Source: an optimization exercise on an open RTL-to-GDS flow (aim: small area, a short achievable clock period and few clock cycles per item). Production flows keep margins and buffers that such runs may drop. Function was checked by simulation only, so behaviour that the tests miss may differ from the original.

--- flow/design.v ---
package psg_pkg;
	localparam int NVOICE     = 4;
	localparam int VOICE_W    = 2;
	localparam int ACC_W      = 24;
	localparam int FREQ_W     = 16;
	localparam int WAVE_W     = 12;
	localparam int ENV_W      = 8;
	localparam int MIX_W      = 14;
	localparam int SAMPLE_W   = 16;
	localparam int CREDIT_MAX = 4;
	localparam int CREDIT_W   = 3;
	localparam int ADR_W      = 5;
	localparam int DATA_W     = 32;
	localparam int VOL_W      = 4;
	localparam logic [1:0] REG_FREQ = 2'd0;
	localparam logic [1:0] REG_PW   = 2'd1;
	localparam logic [1:0] REG_CTRL = 2'd2;
	localparam logic [1:0] REG_ENV  = 2'd3;
	localparam logic [ADR_W-1:0] REG_VOLUME = 5'd16;
	localparam logic [1:0] WAVE_SAW   = 2'd0;
	localparam logic [1:0] WAVE_PULSE = 2'd1;
	localparam logic [1:0] WAVE_TRI   = 2'd2;
	typedef struct packed {
		logic [22:0] rsvd2;
		logic        enable;
		logic        test;
		logic [1:0]  rsvd1;
		logic        gate;
		logic [1:0]  rsvd0;
		logic [1:0]  wave;
	} ctrl_word_t;
	typedef struct packed {
		logic [ENV_W-1:0] relese;
		logic [ENV_W-1:0] sustain;
		logic [ENV_W-1:0] decay;
		logic [ENV_W-1:0] attack;
	} env_word_t;
	typedef union packed {
		ctrl_word_t ctrl;
		env_word_t  env;
	} reg_word_u;
	typedef struct packed {
		logic [FREQ_W-1:0] freq;
		logic [WAVE_W-1:0] pw;
		logic [1:0]        wave;
		logic              gate;
		logic              test;
		logic              enable;
		logic [ENV_W-1:0]  attack;
		logic [ENV_W-1:0]  decay;
		logic [ENV_W-1:0]  sustain;
		logic [ENV_W-1:0]  relese;
	} voice_cfg_t;
	localparam int CFG_W = FREQ_W + WAVE_W + 2 + 3 + 4 * ENV_W;
	typedef enum logic [1:0] {
		ENV_IDLE,
		ENV_ATTACK,
		ENV_DECAY_SUSTAIN,
		ENV_RELEASE
	} env_state_e;
endpackage
`timescale 1ns/1ps
import psg_pkg::*;
module voice_regs
(
	input  logic              clk_i,
	input  logic              rst_i,
	input  logic              wr_i,
	input  logic [ADR_W-1:0]  adr_i,
	input  logic [DATA_W-1:0] dat_i,
	output logic [NVOICE*CFG_W-1:0] cfg_o,
	output logic [VOL_W-1:0]  volume_o
);
	psg_pkg::ctrl_word_t word_ctrl;
	psg_pkg::env_word_t  word_env;
	logic [VOICE_W-1:0] sel;
	logic voice_hit;
	logic [FREQ_W-1:0] freq_q    [NVOICE];
	logic [WAVE_W-1:0] pw_q      [NVOICE];
	logic [1:0]        wave_q    [NVOICE];
	logic              gate_q    [NVOICE];
	logic              test_q    [NVOICE];
	logic              enable_q  [NVOICE];
	logic [ENV_W-1:0]  attack_q  [NVOICE];
	logic [ENV_W-1:0]  decay_q   [NVOICE];
	logic [ENV_W-1:0]  sustain_q [NVOICE];
	logic [ENV_W-1:0]  relese_q  [NVOICE];
	assign word_ctrl = dat_i;
	assign word_env  = dat_i;
	assign sel = adr_i[VOICE_W+1:2];
	assign voice_hit = adr_i < ADR_W'(NVOICE * 4);
	for (genvar g = 0; g < NVOICE; g++) begin : g_out
		psg_pkg::voice_cfg_t c;
		assign c.freq    = freq_q[g];
		assign c.pw      = pw_q[g];
		assign c.wave    = wave_q[g];
		assign c.gate    = gate_q[g];
		assign c.test    = test_q[g];
		assign c.enable  = enable_q[g];
		assign c.attack  = attack_q[g];
		assign c.decay   = decay_q[g];
		assign c.sustain = sustain_q[g];
		assign c.relese  = relese_q[g];
		assign cfg_o[g*CFG_W +: CFG_W] = c;
	end
	always_ff @(posedge clk_i) begin
		if (rst_i) begin
			for (int i = 0; i < NVOICE; i++) begin
				freq_q[i]    <= '0;
				pw_q[i]      <= '0;
				wave_q[i]    <= '0;
				gate_q[i]    <= '0;
				test_q[i]    <= '0;
				enable_q[i]  <= '0;
				attack_q[i]  <= '0;
				decay_q[i]   <= '0;
				sustain_q[i] <= '0;
				relese_q[i]  <= '0;
			end
			volume_o <= '0;
		end else if (wr_i) begin
			if (voice_hit) begin
				case (adr_i[1:0])
				REG_FREQ: begin
					freq_q[sel] <= dat_i[FREQ_W-1:0];
				end
				REG_PW: begin
					pw_q[sel] <= dat_i[WAVE_W-1:0];
				end
				REG_CTRL: begin
					wave_q[sel]   <= word_ctrl.wave;
					gate_q[sel]   <= word_ctrl.gate;
					test_q[sel]   <= word_ctrl.test;
					enable_q[sel] <= word_ctrl.enable;
				end
				REG_ENV: begin
					attack_q[sel]  <= word_env.attack;
					decay_q[sel]   <= word_env.decay;
					sustain_q[sel] <= word_env.sustain;
					relese_q[sel]  <= word_env.relese;
				end
				endcase
			end else if (adr_i == REG_VOLUME) begin
				volume_o <= dat_i[VOL_W-1:0];
			end
		end
	end
endmodule
`timescale 1ns/1ps
import psg_pkg::*;
module frame_sequencer
(
	input  logic               clk_i,
	input  logic               rst_i,
	input  logic               credit_i,
	output logic               iss_valid_o,
	output logic [VOICE_W-1:0] iss_voice_o
);
	logic [CREDIT_W-1:0] credit_cnt;
	logic busy;
	logic [VOICE_W-1:0] voice_cnt;
	logic start;
	logic credit_ok;
	assign start = (credit_cnt != '0) && !busy;
	assign credit_ok = credit_i && (credit_cnt != CREDIT_W'(CREDIT_MAX));
	assign iss_valid_o = start || busy;
	assign iss_voice_o = voice_cnt;
	always_ff @(posedge clk_i) begin
		if (rst_i) begin
			credit_cnt <= '0;
			busy       <= 1'b0;
			voice_cnt  <= '0;
		end else begin
			credit_cnt <= credit_cnt + CREDIT_W'(credit_ok) - CREDIT_W'(start);
			if (start) begin
				busy      <= 1'b1;
				voice_cnt <= VOICE_W'(1);
			end else if (busy) begin
				voice_cnt <= voice_cnt + 1'b1;
				if (voice_cnt == VOICE_W'(NVOICE - 1)) begin
					busy <= 1'b0;
				end
			end
		end
	end
endmodule
`timescale 1ns/1ps
import psg_pkg::*;
module phase_stage
(
	input  logic               clk_i,
	input  logic               rst_i,
	input  logic [NVOICE*CFG_W-1:0] cfg_i,
	input  logic               iss_valid_i,
	input  logic [VOICE_W-1:0] iss_voice_i,
	output logic               ph_valid_o,
	output logic [VOICE_W-1:0] ph_voice_o,
	output logic [WAVE_W-1:0]  ph_wave_o
);
	logic [ACC_W-1:0] acc [NVOICE];
	logic [ACC_W-1:0] cur;
	logic [WAVE_W-1:0] top;
	logic [WAVE_W-2:0] fold;
	logic [WAVE_W-1:0] wave;
	psg_pkg::voice_cfg_t cfg;
	assign cfg = cfg_i[iss_voice_i*CFG_W +: CFG_W];
	assign cur = acc[iss_voice_i];
	assign top = cur[ACC_W-1 -: WAVE_W];
	assign fold = cur[ACC_W-1] ? ~top[WAVE_W-2:0] : top[WAVE_W-2:0];
	always_comb begin
		case (cfg.wave)
		WAVE_SAW:   wave = top;
		WAVE_PULSE: wave = (top < cfg.pw) ? '1 : '0;
		WAVE_TRI:   wave = {fold, 1'b0};
		default:    wave = '0;
		endcase
	end
	always_ff @(posedge clk_i) begin
		if (rst_i) begin
			for (int i = 0; i < NVOICE; i++) begin
				acc[i] <= '0;
			end
		end else if (iss_valid_i) begin
			acc[iss_voice_i] <= cfg.test ? '0 : cur + ACC_W'(cfg.freq);
		end
	end
	always_ff @(posedge clk_i) begin
		if (rst_i) begin
			ph_valid_o <= 1'b0;
		end else begin
			ph_valid_o <= iss_valid_i;
		end
	end
	always_ff @(posedge clk_i) begin
		if (iss_valid_i) begin
			ph_voice_o <= iss_voice_i;
			ph_wave_o  <= wave;
		end
	end
endmodule
`timescale 1ns/1ps
import psg_pkg::*;
module envelope_stage
(
	input  logic               clk_i,
	input  logic               rst_i,
	input  logic [NVOICE*CFG_W-1:0] cfg_i,
	input  logic               ph_valid_i,
	input  logic [VOICE_W-1:0] ph_voice_i,
	input  logic [WAVE_W-1:0]  ph_wave_i,
	output logic               sh_valid_o,
	output logic [VOICE_W-1:0] sh_voice_o,
	output logic [WAVE_W-1:0]  sh_value_o
);
	psg_pkg::env_state_e state [NVOICE];
	logic [ENV_W-1:0] level [NVOICE];
	psg_pkg::voice_cfg_t cfg;
	psg_pkg::env_state_e cur_st;
	psg_pkg::env_state_e nxt_st;
	logic [ENV_W-1:0] cur_lvl;
	logic [ENV_W-1:0] nxt_lvl;
	logic [ENV_W:0] att_sum;
	logic [WAVE_W+ENV_W-1:0] product;
	assign cfg = cfg_i[ph_voice_i*CFG_W +: CFG_W];
	assign cur_lvl = level[ph_voice_i];
	assign att_sum = {1'b0, cur_lvl} + {1'b0, cfg.attack};
	always_comb begin
		cur_st = state[ph_voice_i];
		if (cfg.gate && (cur_st == ENV_IDLE || cur_st == ENV_RELEASE)) begin
			cur_st = ENV_ATTACK;
		end else if (!cfg.gate && cur_st != ENV_IDLE) begin
			cur_st = ENV_RELEASE;
		end
	end
	always_comb begin
		nxt_st  = cur_st;
		nxt_lvl = cur_lvl;
		case (cur_st)
		ENV_ATTACK: begin
			if (att_sum >= {1'b0, {ENV_W{1'b1}}}) begin
				nxt_lvl = '1;
				nxt_st  = ENV_DECAY_SUSTAIN;
			end else begin
				nxt_lvl = att_sum[ENV_W-1:0];
			end
		end
		ENV_DECAY_SUSTAIN: begin
			if (cur_lvl > cfg.sustain) begin
				if (cur_lvl - cfg.sustain > cfg.decay) begin
					nxt_lvl = cur_lvl - cfg.decay;
				end else begin
					nxt_lvl = cfg.sustain;
				end
			end
		end
		ENV_RELEASE: begin
			if (cur_lvl > cfg.relese) begin
				nxt_lvl = cur_lvl - cfg.relese;
			end else begin
				nxt_lvl = '0;
				nxt_st  = ENV_IDLE;
			end
		end
		default: begin
			nxt_lvl = cur_lvl;
		end
		endcase
	end
	assign product = ph_wave_i * nxt_lvl;
	always_ff @(posedge clk_i) begin
		if (rst_i) begin
			for (int i = 0; i < NVOICE; i++) begin
				state[i] <= ENV_IDLE;
				level[i] <= '0;
			end
			sh_valid_o <= 1'b0;
		end else begin
			sh_valid_o <= ph_valid_i;
			if (ph_valid_i) begin
				state[ph_voice_i] <= nxt_st;
				level[ph_voice_i] <= nxt_lvl;
			end
		end
	end
	always_ff @(posedge clk_i) begin
		if (ph_valid_i) begin
			sh_voice_o <= ph_voice_i;
			sh_value_o <= product[WAVE_W+ENV_W-1:ENV_W];
		end
	end
endmodule
`timescale 1ns/1ps
import psg_pkg::*;
module mix_stage
(
	input  logic                clk_i,
	input  logic                rst_i,
	input  logic [NVOICE*CFG_W-1:0] cfg_i,
	input  logic [VOL_W-1:0]    volume_i,
	input  logic                sh_valid_i,
	input  logic [VOICE_W-1:0]  sh_voice_i,
	input  logic [WAVE_W-1:0]   sh_value_i,
	output logic                sample_valid_o,
	output logic [SAMPLE_W-1:0] aud_o
);
	logic [MIX_W-1:0] sum_q;
	logic [MIX_W-1:0] sum_d;
	logic [WAVE_W-1:0] add;
	logic [MIX_W+VOL_W-1:0] scaled;
	logic last;
	psg_pkg::voice_cfg_t cfg;
	assign cfg = cfg_i[sh_voice_i*CFG_W +: CFG_W];
	assign add = cfg.enable ? sh_value_i : '0;
	assign sum_d = (sh_voice_i == '0) ? MIX_W'(add) : sum_q + MIX_W'(add);
	assign last = sh_voice_i == VOICE_W'(NVOICE - 1);
	assign scaled = sum_d * volume_i;
	always_ff @(posedge clk_i) begin
		if (sh_valid_i) begin
			sum_q <= sum_d;
		end
	end
	always_ff @(posedge clk_i) begin
		if (rst_i) begin
			sample_valid_o <= 1'b0;
			aud_o          <= '0;
		end else begin
			sample_valid_o <= sh_valid_i && last;
			if (sh_valid_i && last) begin
				aud_o <= scaled[MIX_W+VOL_W-1:2];
			end
		end
	end
endmodule
`timescale 1ns/1ps
import psg_pkg::*;
module psg_top
(
	input  logic                clk_i,
	input  logic                rst_i,
	input  logic                wr_i,
	input  logic [ADR_W-1:0]    adr_i,
	input  logic [DATA_W-1:0]   dat_i,
	input  logic                credit_i,
	output logic                sample_valid_o,
	output logic [SAMPLE_W-1:0] aud_o
);
	logic [NVOICE*CFG_W-1:0] cfg;
	logic [VOL_W-1:0] volume;
	logic               iss_valid;
	logic [VOICE_W-1:0] iss_voice;
	logic               ph_valid;
	logic [VOICE_W-1:0] ph_voice;
	logic [WAVE_W-1:0]  ph_wave;
	logic               sh_valid;
	logic [VOICE_W-1:0] sh_voice;
	logic [WAVE_W-1:0]  sh_value;
	voice_regs u_regs (
		.clk_i    (clk_i),
		.rst_i    (rst_i),
		.wr_i     (wr_i),
		.adr_i    (adr_i),
		.dat_i    (dat_i),
		.cfg_o    (cfg),
		.volume_o (volume)
	);
	frame_sequencer u_seq (
		.clk_i       (clk_i),
		.rst_i       (rst_i),
		.credit_i    (credit_i),
		.iss_valid_o (iss_valid),
		.iss_voice_o (iss_voice)
	);
	phase_stage u_phase (
		.clk_i       (clk_i),
		.rst_i       (rst_i),
		.cfg_i       (cfg),
		.iss_valid_i (iss_valid),
		.iss_voice_i (iss_voice),
		.ph_valid_o  (ph_valid),
		.ph_voice_o  (ph_voice),
		.ph_wave_o   (ph_wave)
	);
	envelope_stage u_env (
		.clk_i      (clk_i),
		.rst_i      (rst_i),
		.cfg_i      (cfg),
		.ph_valid_i (ph_valid),
		.ph_voice_i (ph_voice),
		.ph_wave_i  (ph_wave),
		.sh_valid_o (sh_valid),
		.sh_voice_o (sh_voice),
		.sh_value_o (sh_value)
	);
	mix_stage u_mix (
		.clk_i          (clk_i),
		.rst_i          (rst_i),
		.cfg_i          (cfg),
		.volume_i       (volume),
		.sh_valid_i     (sh_valid),
		.sh_voice_i     (sh_voice),
		.sh_value_i     (sh_value),
		.sample_valid_o (sample_valid_o),
		.aud_o          (aud_o)
	);
endmodule
--- flow/run.sh ---
#!/bin/bash
# synth_recipe.tcl (not shown) runs the flow's synth.tcl, then flattens the netlist and writes it again
# the make line also repeats each setting of config.mk as NAME=value (left out here)
make -C /OpenROAD-flow-scripts/flow DESIGN_CONFIG=/design/flow/config.mk WORK_HOME=/design/flow/orfs CLKGATE_MAP_FILE= SYNTH_SCRIPT=/design/flow/synth_recipe.tcl finish
--- flow/constraint.sdc ---
create_clock -name core_clock -period 11.0 [get_ports {clk_i}]
set_input_delay 2.2000 -clock core_clock [delete_from_list [all_inputs] [get_ports {clk_i}]]
set_output_delay 2.2000 -clock core_clock [all_outputs]
set_load 0.01 [all_outputs]
--- flow/config.mk ---
export PLATFORM = sky130hd
export DESIGN_NAME = psg_top
export DESIGN_NICKNAME = psg_top
export VERILOG_FILES = /design/flow/design.v
export SDC_FILE = /design/flow/constraint.sdc
export NUM_CORES = 4
export LEC_CHECK = 0
export CAP_MARGIN = 20
export CORE_MARGIN = 2
export CORE_UTILIZATION = 40
export SLEW_MARGIN = 20
==> run summary <==
final hold violations - 0
Synth cell types - 75
die width - 266 um
vias post-DR - 17,800
Hold Crit Endpoint - u_mix.aud_o[8]
ys flop type - edfxtp_1
EDFF count, synth - 438
critical path's largest stage delay - 630 ps
hold_sp - u_mix.aud_o[8]
CP most frequent cell - a21o_1
Hold WS - 454 ps
CTS tree - done
post-CTS setup buffers - 0
H-tree levels - 2
Final Setup Violations - 0
worst endpoint data arrival time - 10,110 ps
CP endpoint kind - flip-flop
post-CTS sizing - 0
Seq/Total Area, Yosys - 0.501
CP Class - flip-flop to flip-flop
synthesized area - 27,500 um^2
status - timing/DRC/antenna clean
post-synthesis cell count - 2,371
first-pass GRT wire length - 104,000 um
CP Launch Type - flip-flop
Peak Freq - 103 MHz
number of global-route vias before repair - 18,700
commonest cells after routing, fill and taps aside - edfxtp_1 (438), nor2_1 (321), inv_1 (253)
Mapped Nets - 2,641
commonest non-fill, non-tap cell in the layout - edfxtp_1
Site Rows - 96
Post-synth ARST share - 0
Final #Nets - 2,672
Avg Vias per Cell - 5.37
Yosys warning count - 5
placed instance area - 29,100 um^2
Hold Crit Class - flip-flop to flip-flop
number of buffers on the longest clock path - 3
cts hold-fix bufs - 0
R2R Setup Slk - 1250 ps
Pre-antenna DRT Iters - 5
syn avg cell area - 11.6 um^2
# DRC - 0
Port Buffers - 57
Area growth, synth to finish - 11.9%
setup_tns - 0 ps
initial core utilization - 0.402
Max Cap Violations - 0
relative slew slack - 0.356
Core Footprint - 68,300 um^2
FF+latch count, synth - 469
gp weighted congestion - 0.882
Slew Limit Fails - 0
worst hold stages - 2
clk_skew - 44.9 ps
total track usage - 0.189
full die area - 70,900 um^2
Design Area, Final - 30,800 um^2
CP required - 11,350 ps
clock sinks - 469
worst r2r path cells - 36
Routed Antenna Nets - 0
Num CTS Buffers - 53
grt ovf - 0
WL per Instance - 19.7 um
Worst-path clk slew - 60 ps
largest net degree at the start of global routing - 58
critical path peak fanout - 10
Worst-Skew Late Latency - 630 ps
fin crit period - 9750 ps
top-level I/O count - 58
share of cells above drive strength 1 - 0.0954
Initial DRC Count - 1,244
DPL Wire Length - 45,400 um
RSZ-0062 raised after global routing - no
Critical R2R Capture - u_env.sh_value_o[6]
CP max stage cell - mux4_1
Total Wirelength - 65,600 um
root buffer cell - clkbuf_16
period utilization - 0.887
Worst-Margin Slew - 966 ps
Chip Height - 266 um
initial antenna violation count - 0
[synth_stat cells (13+ instances only)]
library cell | count | share of area
inv_1 | 253 | 0.035
fa_1 | 90 | 0.066
ha_1 | 139 | 0.063
nor3_1 | 20 | 0.0036
o21ai_0 | 47 | 0.0086
nand2b_1 | 17 | 0.0039
xnor2_1 | 55 | 0.018
mux4_2 | 93 | 0.076
a21oi_1 | 64 | 0.012
or3_1 | 13 | 0.0030
dfxtp_1 | 31 | 0.023
edfxtp_1 | 438 | 0.48
nand3_1 | 21 | 0.0038
o21bai_1 | 20 | 0.0055
o211ai_1 | 16 | 0.0044
o21a_1 | 14 | 0.0038
buf_1 | 16 | 0.0022
nand2_1 | 239 | 0.033
nor2b_1 | 18 | 0.0041
and2_1 | 114 | 0.026
xor2_1 | 28 | 0.0089
and3_1 | 39 | 0.0089
nor2_1 | 323 | 0.044
clkbuf_1 | 78 | 0.011
a21o_1 | 40 | 0.011
[layer usage]
metal  GRT usage  part of all wire  wire, um
met1       0.257              0.44     29200
met2       0.316              0.48     31400
met3      0.0243             0.049      3240
met4      0.0568             0.027      1760
met5           0                 0         0
[cell families after synthesis]
| kind of cell | Yosys count | synth area share |
|---|---|---|
| buffers and inverters | 359 | 0.0502 |
| muxes | 110 | 0.0854 |
| DFF | 469 | 0.501 |
| adders and majority gates | 229 | 0.129 |
| and+or+nand+nor | 846 | 0.142 |
| AOI/OAI and AO/OA | 275 | 0.0666 |
| xor gates and xnor gates | 83 | 0.0264 |
[state kept, by name (all words and copies together), names as in the netlist, 32 cells and up, named ones only]
| signal | cells |
|---|---|
| u_phase.acc | 96 |
| u_regs.freq_q | 64 |
| u_regs.pw_q | 48 |
| u_env.level | 32 |
| u_regs.attack_q | 32 |
| u_regs.decay_q | 32 |
| u_regs.relese_q | 32 |
| u_regs.sustain_q | 32 |
[worst max path at each step]
stage / end / slack, ps / cells past startpoint
2_1_floorplan: u_env.sh_value_o[6] / 1540 / 32
3_3_place_gp: u_env.sh_value_o[6] / 1460 / 36
3_5_place_dp: u_env.sh_value_o[6] / 1230 / 36
4_1_cts: u_env.sh_value_o[6] / 1220 / 36
5_1_grt: u_env.sh_value_o[6] / 660 / 34
6_report: u_env.sh_value_o[6] / 1250 / 36
[metrics by stage]
stage,setup WS (ps),utilization,instances
2_1_floorplan,1540,-,2371
3_3_place_gp,1460,0.424,3226
3_5_place_dp,1230,0.425,3229
4_1_cts,1220,0.450,3324
5_1_grt,659,0.450,3324
6_report,1250,0.450,3325
[final cells by class]
type,instances,area [um^2]
diodes,1,2.50
clock buffers,68,1380
clock inverters,27,332
fillers,6261,37600
inverters,254,953
multi-input cells,1543,12400
flip-flops and latches,469,13800
well taps,882,1100
repair buffers,81,806
[critical path: cells and delay by family (launching register included)]
family | cells | cell delay [ps]
fa+ha+maj | 7 | 2940
flops | 1 | 610
buf+inv | 6 | 830
xor+xnor | 1 | 140
compound gates | 16 | 3010
mux | 2 | 830
simple gates | 4 | 1100
Testbench counts, summed over its fixed seeds: cycles 17,252, items 4,079.

==> re-timing with driven ports <==
Ports are ideal in the flow. The routed layout listed here was re-timed in OpenROAD. Step 1: set_driving_cell puts a clkbuf_16 on clk_i and a buf_2 on each other input, an assumption about the parent block. Step 2, shift: input delay + t, output delay - t, t = (earliest + latest rising clock arrival at the registers) / 2. This alone moves slack from input paths to output paths. a / b / c = ideal / step 1 / step 2; a / b = the first two.
t, ns: 0.674
setup WS [ns]: 1.245 / 1.245 / 1.245
hold slack, ns: 0.454 / 0.454 / 0.454
After both steps setup and hold are still met in this run. The setup slack of this run moves by 0.000 ns with the drivers and by 0.000 ns with both steps.
